Context: an optimization exercise on an open-source flow, tuned for small area. The choices shown serve that exercise and are no tape-out recipe. Function was checked by simulation only, so behaviour that the tests miss may differ from the original. Power and IR drop assume default switching activity. The clock port is modelled as an ideal driver; clocking choices that lean on that would not hold on a real chip.

==> design.v <==
package peak_result_streamer_pkg;
  localparam int          NOF_RANGE_BINS = 16;
  localparam logic [15:0] HEADER_TAG     = 16'hA55A;
  localparam int BIN_W   = 4;
  localparam int VALUE_W = 32;
  localparam int ADDR_W  = 10;
  localparam int ENTRY_W = VALUE_W + ADDR_W;
  localparam int NOF_SLOTS = NOF_RANGE_BINS;
  localparam int BEAT_COUNT = NOF_RANGE_BINS + 2;
  localparam logic [1:0] ST_IDLE    = 2'd0;
  localparam logic [1:0] ST_HEADER  = 2'd1;
  localparam logic [1:0] ST_RECORD  = 2'd2;
  localparam logic [1:0] ST_TRAILER = 2'd3;
  typedef struct packed {
    logic [VALUE_W-1:0] value;
    logic [ADDR_W-1:0]  addr;
  } peak_entry_t;
endpackage
import peak_result_streamer_pkg::*;
module peak_result_bank
#(
  parameter int Slots = NOF_SLOTS
) (
  input  logic               clk_i,
  input  logic               rst_i,
  input  logic               clr_w_i,
  input  logic               wr_en_i,
  input  logic [BIN_W-1:0]   wr_bin_i,
  input  logic [ENTRY_W-1:0] wr_entry_i,
  input  logic               swap_i,
  input  logic               rd_en_i,
  input  logic [BIN_W-1:0]   rd_bin_i,
  output logic [ENTRY_W-1:0] rd_entry_o,
  output logic               rd_hit_o
);
  logic [ENTRY_W-1:0] entries [Slots];
  logic [BIN_W-1:0]   tags    [Slots];
  logic [Slots-1:0]   live_w;
  logic [Slots-1:0]   live_r;
  logic [Slots-1:0]   w_hit;
  logic [Slots-1:0]   r_hit;
  logic [Slots-1:0]   free;
  logic [Slots-1:0]   first_free;
  logic [Slots-1:0]   slot_we;
  logic [Slots-1:0]   live_w_nxt;
  logic               any_w_hit;
  always_comb begin
    for (int s = 0; s < Slots; s++) begin
      w_hit[s] = live_w[s] & (tags[s] == wr_bin_i);
      r_hit[s] = rd_en_i & live_r[s] & (tags[s] == rd_bin_i);
      free[s]  = ~live_w[s] & (~live_r[s] | r_hit[s]);
    end
  end
  assign any_w_hit = |w_hit;
  assign rd_hit_o  = |r_hit;
  always_comb begin
    logic seen;
    seen = 1'b0;
    for (int s = 0; s < Slots; s++) begin
      first_free[s] = free[s] & ~seen;
      seen          = seen | free[s];
    end
  end
  assign slot_we    = {Slots{wr_en_i}} & (any_w_hit ? w_hit : first_free);
  assign live_w_nxt = (clr_w_i ? '0 : live_w) | slot_we;
  always_ff @(posedge clk_i) begin
    for (int s = 0; s < Slots; s++) begin
      if (slot_we[s]) begin
        entries[s] <= wr_entry_i;
        tags[s]    <= wr_bin_i;
      end
    end
  end
  always_ff @(posedge clk_i or posedge rst_i) begin
    if (rst_i) begin
      live_w <= '0;
      live_r <= '0;
    end else if (swap_i) begin
      live_w <= '0;
      live_r <= live_w_nxt;
    end else begin
      live_w <= live_w_nxt;
      live_r <= live_r & ~r_hit;
    end
  end
  always_comb begin
    rd_entry_o = '0;
    for (int s = 0; s < Slots; s++) begin
      rd_entry_o = rd_entry_o | (r_hit[s] ? entries[s] : '0);
    end
  end
endmodule
import peak_result_streamer_pkg::*;
module peak_result_streamer
#(
  parameter int          NofRangeBins = NOF_RANGE_BINS,
  parameter logic [15:0] HeaderTag    = HEADER_TAG
) (
  input  logic               clk_i,
  input  logic               rst_i,
  input  logic               group_start_i,
  input  logic               pk_valid_i,
  input  logic [BIN_W-1:0]   pk_bin_i,
  input  logic [VALUE_W-1:0] pk_value_i,
  input  logic [ADDR_W-1:0]  pk_addr_i,
  input  logic               group_done_i,
  output logic [15:0]        y0_o,
  output logic [15:0]        y0z_o,
  output logic [15:0]        y1_o,
  output logic [15:0]        y1z_o,
  output logic               data_valid_o,
  output logic               busy_o,
  output logic               overrun_o,
  output logic [15:0]        frame_cnt_o
);
  localparam logic [15:0] Y1zSum = 16'(NofRangeBins + NofRangeBins * (NofRangeBins - 1) / 2);
  logic                    run;
  logic [4:0]              cnt;
  logic                    accept;
  logic                    drop;
  logic                    wr_en;
  logic                    clr_w;
  logic                    hdr_nxt;
  logic                    rec_nxt;
  logic                    trl_nxt;
  logic [ENTRY_W-1:0]      wr_entry;
  logic [NofRangeBins-1:0] mask_w;
  logic [NofRangeBins-1:0] mask_w_nxt;
  logic [NofRangeBins-1:0] mask_r;
  peak_result_streamer_pkg::peak_entry_t rd_entry;
  peak_result_streamer_pkg::peak_entry_t rd_q;
  logic                    rd_en;
  logic [3:0]              rec_bin;
  logic [15:0]             checksum;
  logic [15:0]             chk_nxt;
  logic [15:0]             y0_nxt;
  logic [15:0]             y0z_nxt;
  logic [15:0]             y1_nxt;
  logic [ADDR_W-1:0]       y1_lo;
  logic                    hdr_on;
  logic                    rd_hit;
  logic [4:0]              empty_bins;
  assign busy_o  = run;
  assign rd_en   = run & ~cnt[4];
  assign hdr_nxt = run & (cnt == 5'd0);
  assign rec_nxt = run & (cnt != 5'd0) & (cnt <= 5'd16);
  assign trl_nxt = run & (cnt == 5'd17);
  assign accept = group_done_i & ~run;
  assign drop   = group_done_i & run;
  assign wr_en  = pk_valid_i & ~drop;
  assign clr_w  = group_start_i | drop;
  assign wr_entry = {pk_value_i, pk_addr_i};
  always_comb begin
    mask_w_nxt = clr_w ? '0 : mask_w;
    if (wr_en) begin
      mask_w_nxt[pk_bin_i] = 1'b1;
    end
  end
  always_ff @(posedge clk_i or posedge rst_i) begin
    if (rst_i) begin
      mask_w <= '0;
    end else begin
      mask_w <= accept ? '0 : mask_w_nxt;
    end
  end
  always_ff @(posedge clk_i) begin
    if (accept) begin
      mask_r <= mask_w_nxt;
    end
  end
  peak_result_bank #(.Slots(NOF_SLOTS)) u_pool (
    .clk_i      (clk_i),
    .rst_i      (rst_i),
    .clr_w_i    (clr_w),
    .wr_en_i    (wr_en),
    .wr_bin_i   (pk_bin_i),
    .wr_entry_i (wr_entry),
    .swap_i     (accept),
    .rd_en_i    (rd_en),
    .rd_bin_i   (cnt[3:0]),
    .rd_entry_o (rd_entry),
    .rd_hit_o   (rd_hit)
  );
  assign y0_nxt  = rd_q.value[15:0]
                 | (hdr_nxt ? HeaderTag : '0)
                 | (trl_nxt ? checksum : '0);
  assign y0z_nxt = rd_q.value[31:16]
                 | (hdr_nxt ? frame_cnt_o : '0)
                 | (trl_nxt ? ~HeaderTag : '0);
  assign y1_nxt  = 16'(rd_q.addr)
                 | (hdr_nxt ? 16'(mask_r) : '0)
                 | (trl_nxt ? 16'(empty_bins) : '0);
  assign chk_nxt = (hdr_nxt ? Y1zSum : checksum) + y0_nxt + y0z_nxt + y1_nxt;
  always_ff @(posedge clk_i) begin
    checksum <= chk_nxt;
    cnt      <= accept ? 5'd0 : cnt + 5'd1;
    empty_bins <= hdr_nxt ? 5'(rd_en & ~rd_hit) : empty_bins + 5'(rd_en & ~rd_hit);
  end
  always_ff @(posedge clk_i or posedge rst_i) begin
    if (rst_i) begin
      run          <= 1'b0;
      rd_q         <= '0;
      y0_o         <= '0;
      y0z_o        <= '0;
      y1_lo        <= '0;
      overrun_o    <= 1'b0;
      frame_cnt_o  <= '0;
    end else begin
      if (accept) begin
        run <= 1'b1;
      end else if (cnt == 5'd18) begin
        run <= 1'b0;
      end
      if (drop) begin
        overrun_o <= 1'b1;
      end
      if (trl_nxt) begin
        frame_cnt_o <= frame_cnt_o + 16'd1;
      end
      rd_q  <= rd_entry;
      y0_o  <= y0_nxt;
      y0z_o <= y0z_nxt;
      y1_lo <= y1_nxt[ADDR_W-1:0];
    end
  end
  assign hdr_on       = run & (cnt == 5'd1);
  assign rec_bin      = cnt[3:0] - 4'd2;
  assign data_valid_o = run & (cnt != 5'd0);
  assign y1_o         = {(hdr_on ? mask_r[NofRangeBins-1:ADDR_W] : '0), y1_lo};
  assign y1z_o        = {11'd0, hdr_on, (run & (cnt >= 5'd2) & (cnt <= 5'd17)) ? rec_bin : 4'd0};
endmodule
==> flow/run.sh <==
#!/bin/bash
# Own layout flow: the standard flow (standard.sh, standard synthesis
# unchanged) with two changes to how the layout is made:
#  - every port still gets a buffer, but of the smallest buffer cell (buf_1)
#  - the clock tree is built without dummy loads, from clkbuf_16 with
#    larger sink clusters
# The make output goes to flow.log here; ORFS's own per-step logs stay
# under orfs/logs/.
set -euo pipefail
CTS_SIZE=32
CTS_DIA=80
export BUFFER_PORTS_ARGS="-buffer_cell sky130_fd_sc_hd__buf_1"
export CTS_ARGS="-sink_clustering_enable -repair_clock_nets -dont_use_dummy_load -buf_list sky130_fd_sc_hd__clkbuf_16 -sink_clustering_size ${CTS_SIZE} -sink_clustering_max_diameter ${CTS_DIA}"
bash standard.sh > flow.log 2>&1
==> standard.sh <==
#!/bin/bash
# synth_recipe.tcl (not shown) runs the flow's synth.tcl, then flattens the netlist and writes it again
# the make line also repeats each setting of config.mk as NAME=value (left out here)
make -C /OpenROAD-flow-scripts/flow DESIGN_CONFIG=/design/flow/config.mk WORK_HOME=/design/flow/orfs CLKGATE_MAP_FILE= SYNTH_SCRIPT=/design/flow/synth_recipe.tcl "${@:-finish}"
==> config.mk <==
export PLATFORM = sky130hd
export DESIGN_NAME = peak_result_streamer
export DESIGN_NICKNAME = peak_result_streamer
export VERILOG_FILES = /design/flow/design.v
export SDC_FILE = /design/flow/constraint.sdc
export NUM_CORES = 4
export LEC_CHECK = 0
export CAP_MARGIN = 0
export CORE_MARGIN = 2
export CORE_UTILIZATION = 40
export PLACE_DENSITY = 0.75
export SLEW_MARGIN = 0
==> constraint.sdc <==
create_clock -name core_clock -period 12.0 [get_ports {clk_i}]
set_input_delay 2.4000 -clock core_clock [delete_from_list [all_inputs] [get_ports {clk_i}]]
set_output_delay 2.4000 -clock core_clock [all_outputs]
set_load 0.01 [all_outputs]
==> out/metrics.cfg, run 1 <==
[global_route]
overflow = 0
grt_pass1_wl_um = 138000
antenna_found_initial = 15
grt_max_degree = 87
grt_use_total = 0.199
grt_pass1_vias = 21000

[synth]
synth_flop_cell = edfxtp_1
synth_top_area_share = 0.628
ys_types = 65
synthArstFlopShare = 0.162
syn-instance-count = 2200
synth_top_area_cell = edfxtp_1
synthTopCellsByCount = edfxtp_1, a22oi_1, dfrtp_1
ys_ff_latch = 928
synth_edf_count = 752
synth_area_mm2 = 0.0360
yosysSeqAreaShare = 0.747
yosysWarnings = 4
yosysMostFrequentCell = edfxtp_1
synth_area_per_cell_um2 = 16.4
synth_area_leaders = edfxtp_1, dfrtp_1, a22oi_1

[critical_path]
crit_family = simple AND/OR/NAND/NOR gates
cp_num_buf_inv = 2
slowest_stage = clkbuf_2
crit_required_ns = 12.19
rrSetupSlack_ns = 5.75
critPathArrivalTime_ns = 6.57
r2r_end = checksum[15]
worst-setup-path-type = in2reg
critical_path.endpoint_type = flop
path_max_fanout = 46
reg2reg_depth = 21
worstReg2RegStart = cnt[0]
crit_chain = clkbuf_2 > xnor2_1 > and4_4 > or4_4 > nor4_2 > nand3_1 > o41ai_1 > and2_2 > buf_4
cp-start-kind = input pin
slowest_delay_ns = 0.79

[sta]
worst_pin_slew_ns = 1.27
final_hold_viol_count = 0
rsz0062_at_grt = false
fin_crit_sh = 0.532
skew_ns = 0.0992
hold_slack_ns = 0.477
fmax_ghz = 0.157
slew_headroom = 0.151
post-route-min-period_ns = 6.38
maxSlewViolCount = 0
setup_tns_ns = 0
setup_violations = 0

[final_layout]
drive_gt1_frac = 0.0608
nets = 2399
final_area_mm2 = 0.0388
utilization = 0.437
area_delta_synth_final_pct = 7.79

[pwr]
ir_drop_mv = 0.120
p_leak_nw = 13.1
powerDensity_mw_per_mm2 = 191

[routing]
drt_wl_total_um = 93800
dr.pass1.iters = 6
vias = 20800
wire_per_inst_um = 27.2
drtIter0Drc = 2931
ant_nets = 0
drc = 0
post_drt_via_cell_ratio = 6.01

[run_status]
status = finished clean

[placed_design]
port_buffers = 122
gp_congestion = 0.880
placedInstanceArea_mm2 = 0.0378
dp_hpwl_um = 51800

[floorplanning]
die_w_um = 304
die-area_mm2 = 0.0923
dieHeight_um = 304
row_count = 109
ioPinCount = 134
core-area_mm2 = 0.0888
initial_core_util = 0.405

[job]
maxCapViolCount = 0

[cts]
cts_buffer_depth = 3
cts_resized = 0
post_cts_buffers = 0
root_buffer = clkbuf_16
cts_sinks = 928
cts_hold_buf = 0
clk_latency_ns = 0.62
cts_buffers = 38
cts_max_level = 2
clk_pin_slew_ns = 0.12
cts_tree = yes

[min_path]
min_to = y0_o[9]
holdPathStages = 1
hold_path_class = reg2reg
hold_path_startpoint = rd_q[19]

## cell usage in the layout (no fill, tap or decap), types with 20 or more instances in the layout
cell type and n:
nand2_1 49, inv_1 61, nor2b_1 20, buf_1 118, edfxtp_1 752, nand4_1 47
buf_4 45, nand4b_1 26, a21oi_1 27, a222oi_1 84, a22o_1 21, dfxtp_1 26
a22oi_1 191, nor2_1 65, ha_1 29, and2_1 29, clkbuf_16 38, xnor2_1 73
xor2_1 94, dfrtp_1 150, o21ai_0 26, a221oi_1 20, nand3_1 29, fa_1 30
nor3_1 26
## cells by family after synthesis
logic type / Yosys count / synth area share
and+or+nand+nor: 388 / 0.0610
other: 1 / 0.000104
DFF: 928 / 0.747
adders and majority gates: 59 / 0.0268
xor gates and xnor gates: 167 / 0.0407
buffers and inverters: 194 / 0.0230
muxes: 5 / 0.00146
AOI/OAI and AO/OA: 458 / 0.100
## layout make-up
cell class / count / area [um^2]
Inverter: 66 / 253
Clock buffer: 38 / 951
Tap cell: 1165 / 1460
Fill cell: 7538 / 50000
Multi-Input combinational cell: 1088 / 8450
Antenna cell: 4 / 10.0
Timing Repair Buffer: 167 / 801
Sequential cell: 928 / 26900
## metrics by stage
| stage | setup WS, ns | total power, mW | std cells |
|---|---|---|---|
| 4_1_cts | 5.65 | 7.39 | 3452 |
| 6_report | 5.62 | 7.39 | 3456 |
| 5_1_grt | 5.45 | 7.72 | 3454 |
| 3_3_place_gp | 5.09 | 5.90 | 3414 |
| 3_5_place_dp | 5.02 | 5.96 | 3414 |
| 2_1_floorplan | 4.98 | 5.27 | 2210 |
## where the power goes
part | switching (mW) | internal, mW | leakage [nW]
clock network | 0.887 | 0.573 | 0.468
logic | 1.34 | 0.738 | 3.65
registers | 0.0999 | 3.75 | 9.02
total | 2.32 | 5.06 | 13.1
## per-layer routing
metal  wire [um]  share of wire  global-route usage  up-vias
met5         110         0.0012                   0        -
li1            -              -                   -     8730
met1       34700           0.37               0.255    10500
met4        3010          0.032              0.0703       20
met3       10300           0.11              0.0415      222
met2       45800           0.49               0.336     1270
## how the worst max path moves through the flow
stage                start  cells after the start                      to  slack [ns]
2_1_floorplan  pk_bin_i[3]                     10   u_pool.entries[10][0]        4.98
5_1_grt        pk_bin_i[0]                      9   u_pool.entries[7][33]        5.45
3_5_place_dp   pk_bin_i[0]                     10  u_pool.entries[10][34]        5.02
6_report       pk_bin_i[0]                      9   u_pool.entries[7][33]        5.62
3_3_place_gp   pk_bin_i[0]                     10  u_pool.entries[13][27]        5.09
4_1_cts        pk_bin_i[0]                     10  u_pool.entries[10][33]        5.65
## flip-flops by register name, summed over array words and instances, names as in the netlist
register        count
mask_r             16
run                 1
u_pool.tags        64
mask_w             16
checksum           16
u_pool.live_w      16
frame_cnt_o        16
y0_o               16
rd_q               42
overrun_o           1
y1_lo              10
u_pool.entries    672
u_pool.live_r      16
cnt                 5
y0z_o              16
empty_bins          5
==> inputs of run 2 (changes only) <==
--- a/design.v
+++ b/design.v
@@ -124,9 +124,8 @@
   logic                    rec_nxt;
   logic                    trl_nxt;
   logic [ENTRY_W-1:0]      wr_entry;
-  logic [NofRangeBins-1:0] mask_w;
-  logic [NofRangeBins-1:0] mask_w_nxt;
-  logic [NofRangeBins-1:0] mask_r;
+  logic [NofRangeBins-1:0] mask;
+  logic [NofRangeBins-1:0] mask_nxt;
   peak_result_streamer_pkg::peak_entry_t rd_entry;
   peak_result_streamer_pkg::peak_entry_t rd_q;
   logic                    rd_en;
@@ -136,7 +135,7 @@
   logic [15:0]             y0_nxt;
   logic [15:0]             y0z_nxt;
   logic [15:0]             y1_nxt;
-  logic [ADDR_W-1:0]       y1_lo;
+  logic [15:0]             y1_q;
   logic                    hdr_on;
   logic                    rd_hit;
   logic [4:0]              empty_bins;
@@ -151,21 +150,16 @@
   assign clr_w  = group_start_i | drop;
   assign wr_entry = {pk_value_i, pk_addr_i};
   always_comb begin
-    mask_w_nxt = clr_w ? '0 : mask_w;
+    mask_nxt = (clr_w | hdr_nxt) ? '0 : mask;
     if (wr_en) begin
-      mask_w_nxt[pk_bin_i] = 1'b1;
+      mask_nxt[pk_bin_i] = 1'b1;
     end
   end
   always_ff @(posedge clk_i or posedge rst_i) begin
     if (rst_i) begin
-      mask_w <= '0;
+      mask <= '0;
     end else begin
-      mask_w <= accept ? '0 : mask_w_nxt;
-    end
-  end
-  always_ff @(posedge clk_i) begin
-    if (accept) begin
-      mask_r <= mask_w_nxt;
+      mask <= mask_nxt;
     end
   end
   peak_result_bank #(.Slots(NOF_SLOTS)) u_pool (
@@ -188,7 +182,7 @@
                  | (hdr_nxt ? frame_cnt_o : '0)
                  | (trl_nxt ? ~HeaderTag : '0);
   assign y1_nxt  = 16'(rd_q.addr)
-                 | (hdr_nxt ? 16'(mask_r) : '0)
+                 | (hdr_nxt ? 16'(mask) : '0)
                  | (trl_nxt ? 16'(empty_bins) : '0);
   assign chk_nxt = (hdr_nxt ? Y1zSum : checksum) + y0_nxt + y0z_nxt + y1_nxt;
   always_ff @(posedge clk_i) begin
@@ -202,7 +196,7 @@
       rd_q         <= '0;
       y0_o         <= '0;
       y0z_o        <= '0;
-      y1_lo        <= '0;
+      y1_q         <= '0;
       overrun_o    <= 1'b0;
       frame_cnt_o  <= '0;
     end else begin
@@ -220,12 +214,12 @@
       rd_q  <= rd_entry;
       y0_o  <= y0_nxt;
       y0z_o <= y0z_nxt;
-      y1_lo <= y1_nxt[ADDR_W-1:0];
+      y1_q  <= y1_nxt;
     end
   end
   assign hdr_on       = run & (cnt == 5'd1);
   assign rec_bin      = cnt[3:0] - 4'd2;
   assign data_valid_o = run & (cnt != 5'd0);
-  assign y1_o         = {(hdr_on ? mask_r[NofRangeBins-1:ADDR_W] : '0), y1_lo};
+  assign y1_o         = y1_q;
   assign y1z_o        = {11'd0, hdr_on, (run & (cnt >= 5'd2) & (cnt <= 5'd17)) ? rec_bin : 4'd0};
 endmodule
--- a/flow/run.sh
+++ b/flow/run.sh
@@ -7,8 +7,8 @@
 # The make output goes to flow.log here; ORFS's own per-step logs stay
 # under orfs/logs/.
 set -euo pipefail
-CTS_SIZE=32
-CTS_DIA=80
+CTS_SIZE=28
+CTS_DIA=100
 export BUFFER_PORTS_ARGS="-buffer_cell sky130_fd_sc_hd__buf_1"
 export CTS_ARGS="-sink_clustering_enable -repair_clock_nets -dont_use_dummy_load -buf_list sky130_fd_sc_hd__clkbuf_16 -sink_clustering_size ${CTS_SIZE} -sink_clustering_max_diameter ${CTS_DIA}"
 bash standard.sh > flow.log 2>&1
==> run 2 against run 1 <==
Compared with the run above:
- still clean
- sequential share of layout area down 0.64 points
- clock skew is 0.00070 ns lower
- critical endpoint is now u_pool.entries[12][6]
- via count down 0.48%
- cell count decreased by 0.14%
- combinational power is 11% lower
- critical path depth is 1 higher
- synthesized cell count fell by 0.36%
- critical path type unchanged
- highest routed layer unchanged
- area after synthesis decreased by 0.55%
==> out/metrics.cfg, run 2 <==
[run_status]
status = finished clean

[critical_path]
rrSetupSlack_ns = 6.08
worst-setup-path-type = in2reg
r2r_end = checksum[15]
cp-start-kind = input pin
crit_start = pk_bin_i[2]
worstReg2RegStart = cnt[1]
reg2reg_depth = 20
critPathArrivalTime_ns = 6.83
critical_path.endpoint_type = flop
crit_required_ns = 12.21
path_max_fanout = 46

[floorplanning]
die-area_mm2 = 0.0918
core-area_mm2 = 0.0885
die_w_um = 303
ioPinCount = 134
dieHeight_um = 303
initial_core_util = 0.404
row_count = 109

[sta]
setup_tns_ns = 0
skew_ns = 0.0985
worst_pin_slew_ns = 1.14
slew_headroom = 0.237
hold_slack_ns = 0.474
maxSlewViolCount = 0
worst_slack_ns = 5.38
final_hold_viol_count = 0
setup_violations = 0
fin_crit_sh = 0.552
post-route-min-period_ns = 6.62
rsz0062_at_grt = false
fmax_ghz = 0.151

[min_path]
min_to = y0z_o[15]
holdPathStages = 2
hold_path_class = reg2reg
hold_path_startpoint = rd_q[41]

[cts]
cts_hold_buf = 0
cts_buffers = 39
clk_pin_slew_ns = 0.10
cts_buffer_depth = 3
root_buffer = clkbuf_16
clk_latency_ns = 0.63
cts_max_level = 2
post_cts_buffers = 0
cts_tree = yes
cts_resized = 0
cts_sinks = 918

[placed_design]
port_buffers = 122
gp_congestion = 0.883
dp_slack_ns = 4.87
dp_hpwl_um = 50800
placedInstanceArea_mm2 = 0.0377

[synth]
synth_top_area_cell = edfxtp_1
yosysMostFrequentCell = edfxtp_1
synth_area_mm2 = 0.0358
ys_types = 72
synth_flop_cell = edfxtp_1
synth_edf_count = 736
yosysWarnings = 4
yosysSeqAreaShare = 0.741
synthArstFlopShare = 0.170
synth_area_per_cell_um2 = 16.3
synth_top_area_share = 0.618
synthTopCellsByCount = edfxtp_1, dfrtp_1, a22oi_1
ys_ff_latch = 918
syn-instance-count = 2192
synth_area_leaders = edfxtp_1, dfrtp_1, a22oi_1

[final_layout]
utilization = 0.437
fillers = 7558
area_delta_synth_final_pct = 8.05
reg_top3 = u_pool.entries x672, u_pool.tags x64, rd_q x42
nets = 2396
regMostFlops = u_pool.entries
seq_area_mm2 = 0.0265
layout_common_cells = edfxtp_1, dfrtp_1, a22oi_1
multiInputGateArea_mm2 = 0.00856
largest_register_ffs = 672
final_common_cell = edfxtp_1
final_area_mm2 = 0.0387
drive_gt1_frac = 0.0622

[routing]
post_drt_via_cell_ratio = 5.99
ant_nets = 0
dr.pass1.iters = 8
wire_per_inst_um = 26.6
drtIter0Drc = 2999
drc = 0
drt_wl_total_um = 91900
vias = 20700

[job]
maxCapViolCount = 0

[global_route]
grt_use_total = 0.197
grt_max_degree = 86
antenna_found_initial = 23
grt_pass1_vias = 20300
overflow = 0
grt_pass1_wl_um = 134000

[pwr]
ir_drop_mv = 0.0964
powerDensity_mw_per_mm2 = 184
p_leak_nw = 13.1

run 2: cell count changes in the layout (fill, tap and decap cells not counted), moves of 25 or more:
| cell | previous run | this run |
|---|---|---|
| xor2_1 | 94 | 69 |
| xnor2_1 | 73 | 99 |
| a22o_1 | 21 | 53 |
| a22oi_1 | 191 | 141 |
| and3_1 | 18 | 43 |
run 2: cell type report:
cell class | count | share of cell area
Clock buffer | 39 | 0.0252
Tap cell | 1165 | 0.0377
Inverter | 79 | 0.00780
Timing Repair Buffer | 170 | 0.0213
Antenna cell | 2 | 0.000129
Sequential cell | 918 | 0.686
Multi-Input combinational cell | 1078 | 0.222
run 2: logic make-up after synthesis:
kind of cell	Yosys count	synth area share
flip-flops	918	0.741
other	1	0.000105
multiplexers	3	0.000909
AND/OR/NAND/NOR	376	0.0598
adder cells (fa/ha/maj)	59	0.0269
buffers and inverters	206	0.0265
XOR/XNOR	168	0.0411
AO/OA/AOI/OAI	461	0.103
run 2: report_power, final:
part | total (mW) | internal [mW] | switching (mW)
sequential | 3.78 | 3.69 | 0.0943
clock | 1.48 | 0.587 | 0.892
combinational | 1.86 | 0.658 | 1.20
run 2: critical path, cell delays in order:
cell and delay (ns):
clkbuf_2 0.82, xor2_1 0.20, nor3_1 0.08, nand3_1 0.21, nor4b_1 0.47, nand4_2 0.30
nor4b_4 0.97, a31oi_1 0.38, nor2_4 0.16, buf_4 0.75
run 2: per-layer routing:
metal | global-route usage | share of wire | up-vias
met5 | 0 | 0.0015 | -
met4 | 0.0583 | 0.026 | 24
met3 | 0.0347 | 0.10 | 183
met2 | 0.336 | 0.50 | 1193
met1 | 0.257 | 0.38 | 10500
li1 | - | - | 8736
run 2: per-stage QoR:
stage / std cells / total power, mW
6_report: 3451 / 7.12
5_1_grt: 3450 / 7.43
4_1_cts: 3449 / 7.13
3_5_place_dp: 3410 / 5.69
3_3_place_gp: 3410 / 5.62
2_1_floorplan: 2202 / 5.07
run 2: worst max-delay path by stage:
stage                                   to  slack, ns  cells past startpoint
floorplan            u_pool.entries[15][0]       5.02                     10
global placement    u_pool.entries[10][29]       4.88                     10
detailed placement  u_pool.entries[10][27]       4.87                     10
CTS                  u_pool.entries[10][6]       5.49                     10
global route         u_pool.entries[12][6]       5.16                     10
finish               u_pool.entries[12][6]       5.38                     10
==> inputs of run 3 (changes only) <==
--- a/flow/run.sh
+++ b/flow/run.sh
@@ -7,8 +7,8 @@
 # The make output goes to flow.log here; ORFS's own per-step logs stay
 # under orfs/logs/.
 set -euo pipefail
-CTS_SIZE=28
-CTS_DIA=100
+CTS_SIZE=32
+CTS_DIA=80
 export BUFFER_PORTS_ARGS="-buffer_cell sky130_fd_sc_hd__buf_1"
 export CTS_ARGS="-sink_clustering_enable -repair_clock_nets -dont_use_dummy_load -buf_list sky130_fd_sc_hd__clkbuf_16 -sink_clustering_size ${CTS_SIZE} -sink_clustering_max_diameter ${CTS_DIA}"
 bash standard.sh > flow.log 2>&1
==> run 3 against run 2 <==
Compared with the run above:
- sequential cell count unchanged
- maximum frequency rose by 0.80%
- clock skew down 0.014 ns
- sequential power barely moved
- register-to-register slack better by 0.08 ns
- total power is 0.78% lower
- clock power decreased by 3%
- sequential share of layout area rose by 0.13 points
- via count down 0.63%
- die area unchanged
- critical path depth stayed put
- largest power group unchanged
==> out/metrics.cfg, run 3 <==
[final_layout]
layout_common_cells = edfxtp_1, dfrtp_1, a22oi_1
reg_top3 = u_pool.entries x672, u_pool.tags x64, rd_q x42
drive_gt1_frac = 0.0609
area_delta_synth_final_pct = 7.84
utilization = 0.436
final_common_cell = edfxtp_1
regMostFlops = u_pool.entries
largest_register_ffs = 672
nets = 2393

[min_path]
min_to = overrun_o
hold_path_class = reg2reg
hold_path_startpoint = overrun_o
holdPathStages = 1

[pwr]
p_int_mw = 4.89
finalPower_mw = 7.07
switching_share = 0.308
p_switching_mw = 2.18
ir_drop_mv = 0.106
power_frac_clock = 0.202
powerDensity_mw_per_mm2 = 183
p_leak_nw = 13.0
p_seq_frac = 0.535
combinationalPowerShare = 0.263

[global_route]
grt_pass1_vias = 20300
grt_use_total = 0.196
antenna_found_initial = 22
grt_pass1_wl_um = 133000
overflow = 0
grt_max_degree = 86

[floorplanning]
dieHeight_um = 303
ioPinCount = 134
die_w_um = 303
row_count = 109
initial_core_util = 0.404
core-area_mm2 = 0.0885
die-area_mm2 = 0.0918

[placed_design]
dp_hpwl_um = 50800
port_buffers = 122
gp_congestion = 0.883

[run_status]
status = finished clean

[critical_path]
worst-setup-path-type = in2reg
cp-start-kind = input pin
critical_path.endpoint_type = flop
crit_chain = clkbuf_2 > xor2_1 > nor3_1 > nand3_1 > nor4b_1 > nand4_2 > nor4b_4 > nand4_1 > a21oi_4 > buf_4
reg2reg_depth = 20
crit_start = pk_bin_i[2]
r2r_end = checksum[15]
slowest_stage = nor4b_4
path_max_fanout = 46
worstReg2RegStart = cnt[1]
rrSetupSlack_ns = 6.16
critPathArrivalTime_ns = 6.75
slowest_delay_ns = 0.94
crit_required_ns = 12.19

[sta]
slew_headroom = 0.244
setup_violations = 0
worst_pin_slew_ns = 1.13
fin_crit_sh = 0.547
rsz0062_at_grt = false
final_hold_viol_count = 0
setup_tns_ns = 0
post-route-min-period_ns = 6.57
maxSlewViolCount = 0
hold_slack_ns = 0.468
skew_ns = 0.0846
fmax_ghz = 0.152

[routing]
wire_per_inst_um = 26.5
drt_wl_total_um = 91400
dr.pass1.iters = 6
drtIter0Drc = 2950
met3_length_um = 8880
post_drt_via_cell_ratio = 5.96
drc = 0
highest-signal-layer = met5
wl_met2_um = 45300
ant_nets = 0
vias = 20500
met1_length_um = 34600

[synth]
synthArstFlopShare = 0.170
synth_area_per_cell_um2 = 16.3
synth_area_leaders = edfxtp_1, dfrtp_1, a22oi_1
synth_top_area_share = 0.618
yosysWarnings = 4
yosysSeqAreaShare = 0.741
synth_top_area_cell = edfxtp_1
yosysMostFrequentCell = edfxtp_1
synth_flop_cell = edfxtp_1
syn-instance-count = 2192
ys_types = 72
synth_area_mm2 = 0.0358
synthTopCellsByCount = edfxtp_1, dfrtp_1, a22oi_1
ys_ff_latch = 918
synth_edf_count = 736

[cts]
cts_buffers = 36
clk_pin_slew_ns = 0.07
cts_buffer_depth = 3
cts_tree = yes
post_cts_buffers = 0
cts_hold_buf = 0
clk_latency_ns = 0.63
cts_resized = 0
cts_sinks = 918
root_buffer = clkbuf_16
cts_max_level = 2

[job]
maxCapViolCount = 0

==> run 3: cell count changes in the layout (fill, tap and decap cells not counted) <==
cell,before,now
diode_2,2,3
clkbuf_16,39,36
==> run 3: through the flow <==
| step | area (um^2) | instances | worst slack, ns |
|---|---|---|---|
| after floorplan | 35800 | 2202 | 5.02 |
| after CTS | 38600 | 3446 | 5.47 |
| after detailed placement | 37700 | 3410 | 4.87 |
| final | 38600 | 3449 | 5.43 |
| after global placement | 37700 | 3410 | 4.88 |
| after global routing | 38600 | 3448 | 5.16 |
==> run 3: worst max path at each step <==
stage                                        end  cells past startpoint  slack (ns)
after global placement    u_pool.entries[10][29]                     10        4.88
after floorplan            u_pool.entries[15][0]                     10        5.02
after detailed placement  u_pool.entries[10][27]                     10        4.87
final                         u_pool.tags[10][2]                     10        5.43
after CTS                     u_pool.tags[10][2]                     10        5.47
after global routing          u_pool.tags[12][2]                     10        5.16
==> run 3: cells by family (layout without fill, tap and decap cells) <==
logic type / Yosys count / in the layout / share of synthesized area
AOI/OAI and AO/OA: 461 / 461 / 0.103
and+or+nand+nor: 376 / 376 / 0.0598
adders and majority gates: 59 / 59 / 0.0269
muxes: 3 / 3 / 0.000909
buffers and inverters: 206 / 285 / 0.0265
DFF: 918 / 918 / 0.741
other: 1 / 14 / 0.000105
xor gates and xnor gates: 168 / 168 / 0.0411
==> run 3: power groups by stage <==
stage               Sequential, mW  Combinational (mW)  Clock (mW)
floorplan                     3.84                1.23           0
global placement              3.84                1.78           0
detailed placement            3.85                1.84           0
CTS                           3.78                1.86        1.44
global route                  3.80                2.04        1.53
finish                        3.78                1.86        1.43
==> run 3: layout make-up <==
class	instances	area, um^2
diodes	3	7.51
clock buffers	36	901
fillers	7563	49900
inverters	79	302
multi-input cells	1078	8560
flip-flops and latches	918	26500
well taps	1165	1460
repair buffers	170	823
==> run 3: routing by layer <==
| layer | track usage | vias to the layer above |
|---|---|---|
| li1 | - | 8735 |
| met1 | 0.257 | 10500 |
| met2 | 0.336 | 1099 |
| met3 | 0.0306 | 163 |
| met4 | 0.0590 | 24 |
| met5 | 0 | - |
==> run 3: worst max-delay path, delay by kind of cell <==
family                 cells  cell delay (ns)
buffers and inverters      2             1.53
AO/OA/AOI/OAI              1             0.23
XOR/XNOR                   1             0.20
AND/OR/NAND/NOR            6             2.34
==> inputs of run 4 (changes only) <==
--- a/config.mk
+++ b/config.mk
@@ -7,6 +7,6 @@
 export LEC_CHECK = 0
 export CAP_MARGIN = 0
 export CORE_MARGIN = 2
-export CORE_UTILIZATION = 40
+export CORE_UTILIZATION = 55
 export PLACE_DENSITY = 0.75
 export SLEW_MARGIN = 0
==> run 4 against run 3 <==
Compared with the run above:
- still clean
- clock skew down 0.032 ns
- maximum frequency grew 11%
- routed wire length is 3.3% lower
- global-route usage is 6.8 points higher
- register-to-register slack better by 0.16 ns
- design area shrank 0.88%
- largest cell class unchanged
- largest power group unchanged
- highest routed layer unchanged
==> out/metrics.cfg, run 4 <==
[pwr]
powerDensity_mw_per_mm2 = 185
p_switching_mw = 2.18
p_leak_nw = 13.0
p_seq_frac = 0.534
ir_drop_mv = 0.0949
combinationalPowerShare = 0.262
power_frac_clock = 0.204
p_int_mw = 4.90
switching_share = 0.308

[final_layout]
drive_gt1_frac = 0.0622
final_common_cell = edfxtp_1
largest_register_ffs = 672
layout_common_cells = edfxtp_1, dfrtp_1, a22oi_1
reg_top3 = u_pool.entries x672, u_pool.tags x64, rd_q x42
nets = 2396
regMostFlops = u_pool.entries
fillers = 4625
final_area_mm2 = 0.0382
area_delta_synth_final_pct = 6.89

[synth]
ys_types = 72
synth_area_leaders = edfxtp_1, dfrtp_1, a22oi_1
yosysMostFrequentCell = edfxtp_1
synthArstFlopShare = 0.170
yosysWarnings = 4
synth_top_area_share = 0.618
yosysSeqAreaShare = 0.741
synth_edf_count = 736
synth_area_mm2 = 0.0358
synthTopCellsByCount = edfxtp_1, dfrtp_1, a22oi_1
syn-instance-count = 2192
synth_flop_cell = edfxtp_1
ys_ff_latch = 918
synth_top_area_cell = edfxtp_1
synth_area_per_cell_um2 = 16.3

[placed_design]
port_buffers = 122
placedInstanceArea_mm2 = 0.0373
dp_hpwl_um = 49400
gp_congestion = 0.850

[sta]
fin_crit_sh = 0.494
setup_tns_ns = 0
maxSlewViolCount = 0
fmax_ghz = 0.169
worst_pin_slew_ns = 0.983
slew_headroom = 0.344
setup_violations = 0
skew_ns = 0.0525
rsz0062_at_grt = false
post-route-min-period_ns = 5.93
final_hold_viol_count = 0

[global_route]
overflow = 0
grt_pass1_wl_um = 131000
grt_pass1_vias = 20800
grt_use_total = 0.264
antenna_found_initial = 11
grt_max_degree = 89

[cts]
cts_sinks = 918
cts_buffers = 37
cts_hold_buf = 0
post_cts_buffers = 0
root_buffer = clkbuf_16
clk_latency_ns = 0.61
cts_buffer_depth = 3
cts_max_level = 2
cts_resized = 0
cts_tree = yes
clk_pin_slew_ns = 0.12

[critical_path]
path_max_fanout = 37
rrSetupSlack_ns = 6.32
critical_path.endpoint_type = flop
crit_required_ns = 12.21
slowest_stage = buf_4
cpMostUsedCell = buf_4
critPathArrivalTime_ns = 6.14
cp_num_buf_inv = 4
slowest_delay_ns = 0.68
crit_family = simple AND/OR/NAND/NOR gates
crit_chain = clkbuf_2 > buf_4 > xor2_1 > nor3_1 > nand3_1 > nor4b_1 > nand4_2 > nor4b_4 > buf_4 > a31oi_1 > nor2_4 > buf_4
cp-start-kind = input pin
worst-setup-path-type = in2reg

[floorplanning]
initial_core_util = 0.556
ioPinCount = 134
row_count = 93
die-area_mm2 = 0.0671
dieHeight_um = 259
core-area_mm2 = 0.0643
die_w_um = 259

[run_status]
status = finished clean

[routing]
drc = 0
vias = 20600
drtIter0Drc = 3022
post_drt_via_cell_ratio = 6.55
ant_nets = 0
dr.pass1.iters = 9
drt_wl_total_um = 88500
wire_per_inst_um = 28.1

[job]
maxCapViolCount = 0

[min_path]
hold_path_class = reg2reg

==> run 4: cell types whose count changed in the layout (fill, tap and decap cells not counted), sizes merged <==
cell	change
buf	+2
diode	+3
clkbuf	+1
==> run 4: cells by family (layout without fill, tap and decap cells) <==
kind of cell,after synthesis,after routing,synth area share
adder cells (fa/ha/maj),59,59,0.0269
XOR/XNOR,168,168,0.0411
buffers and inverters,206,288,0.0265
multiplexers,3,3,0.000909
AND/OR/NAND/NOR,376,376,0.0598
AO/OA/AOI/OAI,461,461,0.103
other,1,17,0.000105
flip-flops,918,918,0.741
==> run 4: power groups by stage <==
stage | logic (mW) | registers (mW) | clock network (mW)
global route | 2.03 | 3.80 | 1.56
CTS | 1.84 | 3.78 | 1.46
detailed placement | 1.82 | 3.85 | 0
global placement | 1.76 | 3.84 | 0
finish | 1.86 | 3.78 | 1.44
floorplan | 1.23 | 3.84 | 0
==> run 4: per-layer routing <==
metal,track usage,vias up,part of all wire
li1,-,8737,-
met1,0.355,10400,0.38
met2,0.426,1270,0.47
met3,0.0624,177,0.12
met4,0.0915,4,0.032
met5,0,-,0.00036
==> run 4: final timing paths <==
| path | start | to | cells after the start |
|---|---|---|---|
| min in group asynchronous | rst_i | run | 2 |
| max in group asynchronous | rst_i | y0z_o[11] | 3 |
| worst min-delay path | rd_q[32] | y0z_o[6] | 1 |
| worst max register to register | cnt[1] | checksum[15] | 20 |
| worst max-delay path | pk_bin_i[2] | u_pool.entries[9][1] | 12 |
| worst min register to register | rd_q[32] | y0z_o[6] | 1 |
==> run 4: area by class of cell <==
type / count / area (um^2) / share of cell area
diodes: 6 / 15.0 / 0.000393
clock buffers: 37 / 926 / 0.0242
inverters: 79 / 302 / 0.00789
multi-input cells: 1078 / 8560 / 0.224
flip-flops and latches: 918 / 26500 / 0.694
well taps: 855 / 1070 / 0.0280
repair buffers: 172 / 838 / 0.0219
==> run 4: stage by stage <==
stage / utilization / hold slack, ns / power, mW / setup slack [ns] / cells
after floorplan: - / 0.423 / 5.07 / 5.02 / 2202
after global placement: 0.580 / 0.453 / 5.60 / 5.64 / 3102
after detailed placement: 0.580 / 0.454 / 5.68 / 5.52 / 3102
after CTS: 0.594 / 0.471 / 7.08 / 6.14 / 3139
after global routing: 0.594 / 0.496 / 7.39 / 5.97 / 3142
final: 0.594 / 0.470 / 7.08 / 6.07 / 3145
==> inputs of run 5 (changes only) <==
--- a/design.v
+++ b/design.v
@@ -132,6 +132,11 @@
   logic [3:0]              rec_bin;
   logic [15:0]             checksum;
   logic [15:0]             chk_nxt;
+  logic [15:0]             chk_acc;
+  logic [15:0]             csa_s0;
+  logic [15:0]             csa_c0;
+  logic [15:0]             csa_s1;
+  logic [15:0]             csa_c1;
   logic [15:0]             y0_nxt;
   logic [15:0]             y0z_nxt;
   logic [15:0]             y1_nxt;
@@ -184,7 +189,12 @@
   assign y1_nxt  = 16'(rd_q.addr)
                  | (hdr_nxt ? 16'(mask) : '0)
                  | (trl_nxt ? 16'(empty_bins) : '0);
-  assign chk_nxt = (hdr_nxt ? Y1zSum : checksum) + y0_nxt + y0z_nxt + y1_nxt;
+  assign chk_acc = hdr_nxt ? Y1zSum : checksum;
+  assign csa_s0 = chk_acc ^ y0_nxt ^ y0z_nxt;
+  assign csa_c0 = ((chk_acc & y0_nxt) | (chk_acc & y0z_nxt) | (y0_nxt & y0z_nxt)) << 1;
+  assign csa_s1 = csa_s0 ^ csa_c0 ^ y1_nxt;
+  assign csa_c1 = ((csa_s0 & csa_c0) | (csa_s0 & y1_nxt) | (csa_c0 & y1_nxt)) << 1;
+  assign chk_nxt = csa_s1 + csa_c1;
   always_ff @(posedge clk_i) begin
     checksum <= chk_nxt;
     cnt      <= accept ? 5'd0 : cnt + 5'd1;
--- a/config.mk
+++ b/config.mk
@@ -7,6 +7,6 @@
 export LEC_CHECK = 0
 export CAP_MARGIN = 0
 export CORE_MARGIN = 2
-export CORE_UTILIZATION = 55
+export CORE_UTILIZATION = 40
 export PLACE_DENSITY = 0.75
 export SLEW_MARGIN = 0
==> run 5 against run 4 <==
Compared with the run above:
- worst hold slack got worse by 0.0039 ns
- register-to-register slack improved by 0.10 ns
- routed wire length rose by 5.8%
- combinational power rose by 5%
- maximum frequency fell by 11%
- clock power barely moved
- sequential share of layout area fell by 0.18 points
- largest cell class unchanged
- largest power group unchanged
==> out/metrics.cfg, run 5 <==
[sta]
post-route-min-period_ns = 6.65
fmax_ghz = 0.150
skew_ns = 0.0943
worst_pin_slew_ns = 1.13
slew_headroom = 0.240
rsz0062_at_grt = false
worst_slack_ns = 5.35
fin_crit_sh = 0.554
maxSlewViolCount = 0
hold_slack_ns = 0.466
setup_tns_ns = 0
final_hold_viol_count = 0
setup_violations = 0

[synth]
synth_top_area_share = 0.621
synth_area_leaders = edfxtp_1, dfrtp_1, a222oi_1
yosysWarnings = 4
synth_edf_count = 736
yosysSeqAreaShare = 0.746
syn-instance-count = 2208
ys_ff_latch = 918
synth_flop_cell = edfxtp_1
synth_top_area_cell = edfxtp_1
synthTopCellsByCount = edfxtp_1, dfrtp_1, a22oi_1
yosysMostFrequentCell = edfxtp_1
synthArstFlopShare = 0.170
synth_area_per_cell_um2 = 16.1
ys_types = 71
synth_area_mm2 = 0.0356

[global_route]
grt_max_degree = 96
antenna_found_initial = 19
grt_pass1_wl_um = 136000
grt_pass1_vias = 20400
grt_use_total = 0.202
overflow = 0

[floorplanning]
core-area_mm2 = 0.0882
ioPinCount = 134
row_count = 109
dieHeight_um = 302
die-area_mm2 = 0.0913
die_w_um = 302
initial_core_util = 0.403

[routing]
dr.pass1.iters = 9
vias = 20700
post_drt_via_cell_ratio = 5.99
drtIter0Drc = 3159
ant_nets = 0
drc = 0
drt_wl_total_um = 93600
wire_per_inst_um = 27.0

[critical_path]
path_max_fanout = 33
worst-setup-path-type = in2reg
critical_path.endpoint_type = flop
crit_required_ns = 12.25
critPathArrivalTime_ns = 6.90
cp-start-kind = input pin

[final_layout]
nets = 2408
area_delta_synth_final_pct = 7.80
fin_cells = 3462
layout_common_cells = edfxtp_1, dfrtp_1, a22oi_1
largest_register_ffs = 672
reg_top3 = u_pool.entries x672, u_pool.tags x64, rd_q x42
drive_gt1_frac = 0.0592
regMostFlops = u_pool.entries
fillers = 7541
utilization = 0.434
final_common_cell = edfxtp_1

[run_status]
status = finished clean

[cts]
cts_sinks = 918
cts_max_level = 2
cts_tree = yes
root_buffer = clkbuf_16
clk_latency_ns = 0.62
post_cts_buffers = 0
cts_buffers = 37
clk_pin_slew_ns = 0.11
cts_buffer_depth = 3
cts_hold_buf = 0
cts_resized = 0

[placed_design]
port_buffers = 122
gp_congestion = 0.856
dp_slack_ns = 4.81
dp_hpwl_um = 52400
dp_cells = 3424

[min_path]
hold_path_class = reg2reg

[pwr]
ir_drop_mv = 0.115
p_leak_nw = 13.1
powerDensity_mw_per_mm2 = 188

[job]
maxCapViolCount = 0

-- run 5: cell types whose count changed in the layout (fill, tap and decap cells not counted), moves of 9 or more --
cell,before,now
o21ai_0,14,29
nand2_1,53,85
nor4_4,9,0
a22oi_1,141,132
nand4b_1,4,13
a22o_1,53,37
inv_1,74,85
nor3_1,35,25
and2_1,24,8
a222oi_1,84,107
xnor2_1,99,74
nor2_1,49,65
a221oi_1,42,25
and3_1,43,26
-- run 5: through the flow --
stage               cell area (um^2)  total power [mW]
floorplan                      35600              5.14
global placement               37400              5.74
detailed placement             37400              5.81
CTS                            38300              7.22
global route                   38300              7.55
finish                         38300              7.21
-- run 5: final cells by class --
cell class,instances,area (um^2),area share
Clock buffer,37,926,0.0242
Timing Repair Buffer,167,798,0.0208
Multi-Input combinational cell,1079,8260,0.215
Inverter,95,368,0.00959
Antenna cell,1,2.50,0.0000653
Tap cell,1165,1460,0.0380
Sequential cell,918,26500,0.692
-- run 5: critical path, cell delays in order --
cell and delay [ns]:
buf_1 0.07, buf_4 0.40, inv_1 0.47, o21ai_0 0.27, or4_1 0.24, nor4b_1 0.39, nand4bb_1 0.21, or4_4 0.69
o41ai_1 0.45, and2_2 0.73, buf_4 0.52
-- run 5: kinds of logic after synthesis --
group,after synthesis,share of synthesized area
xor+xnor,138,0.0340
other cells,1,0.000105
fa+ha+maj,59,0.0271
buf+inv,221,0.0269
simple gates,403,0.0607
compound gates,466,0.105
mux,2,0.000598
flops,918,0.746
-- run 5: path summary, 6_finish.rpt --
| path | cells past startpoint | from | slack, ns | endpoint |
|---|---|---|---|---|
| worst max register to register | 22 | cnt[1] | 6.42 | checksum[15] |
| worst min register to register | 1 | overrun_o | 0.47 | overrun_o |
| max in group asynchronous | 3 | rst_i | 8.63 | mask[8] |
| worst min-delay path | 1 | overrun_o | 0.47 | overrun_o |
| worst max-delay path | 11 | pk_bin_i[0] | 5.35 | u_pool.entries[10][8] |
| min in group asynchronous | 2 | rst_i | 2.02 | u_pool.live_r[14] |
-- run 5: routing by layer --
metal,vias up,GRT usage,wire (um)
met3,185,0.0428,10200
met2,1262,0.337,45400
met4,24,0.0599,2580
met5,-,0,152
li1,8772,-,-
met1,10500,0.266,35200
-- run 5: where the power goes --
group / internal [mW] / leakage (nW) / switching (mW)
Clock: 0.559 / 0.456 / 0.883
Combinational: 0.696 / 3.69 / 1.27
Sequential: 3.70 / 8.96 / 0.108
Total: 4.95 / 13.1 / 2.26

## afterwards: timing with drivers on the ports
No port has a modelled driver above. Below, the same layouts with a new extraction and two added sets of constraints.
Step 1 sets driving cells, clkbuf_16 on the clock port and buf_2 on the other inputs (assumed; they add their load-dependent delay and slew).
Step 2 moves the port delays by t, midway between the first and last clock arrival at a register: inputs arrive t later, outputs are due t later. That takes back most of the time a late clock gives input paths.
Three values: no drivers, after step 1, after step 2; two values: the first two.
run | t (ns) | setup WS [ns] | clock arrival spread, ns | cell pins on the clock port's net
run 1 | 0.633 | 5.616 / 5.652 / 5.019 | 0.101 / 0.100 | 1
run 2 | 0.646 | 5.381 / 5.412 / 4.766 | 0.100 / 0.100 | 1
run 3 | 0.650 | 5.434 / 5.463 / 4.813 | 0.085 / 0.085 | 1
run 4 | 0.645 | 6.072 / 6.116 / 5.471 | 0.058 / 0.057 | 1
run 5 | 0.637 | 5.352 / 5.388 / 4.751 | 0.094 / 0.094 | 1
After both steps every run listed still meets setup and hold. For run 3, which loses most, drivers alone change the setup slack by +0.029 ns; drivers and shift together by -0.621 ns.
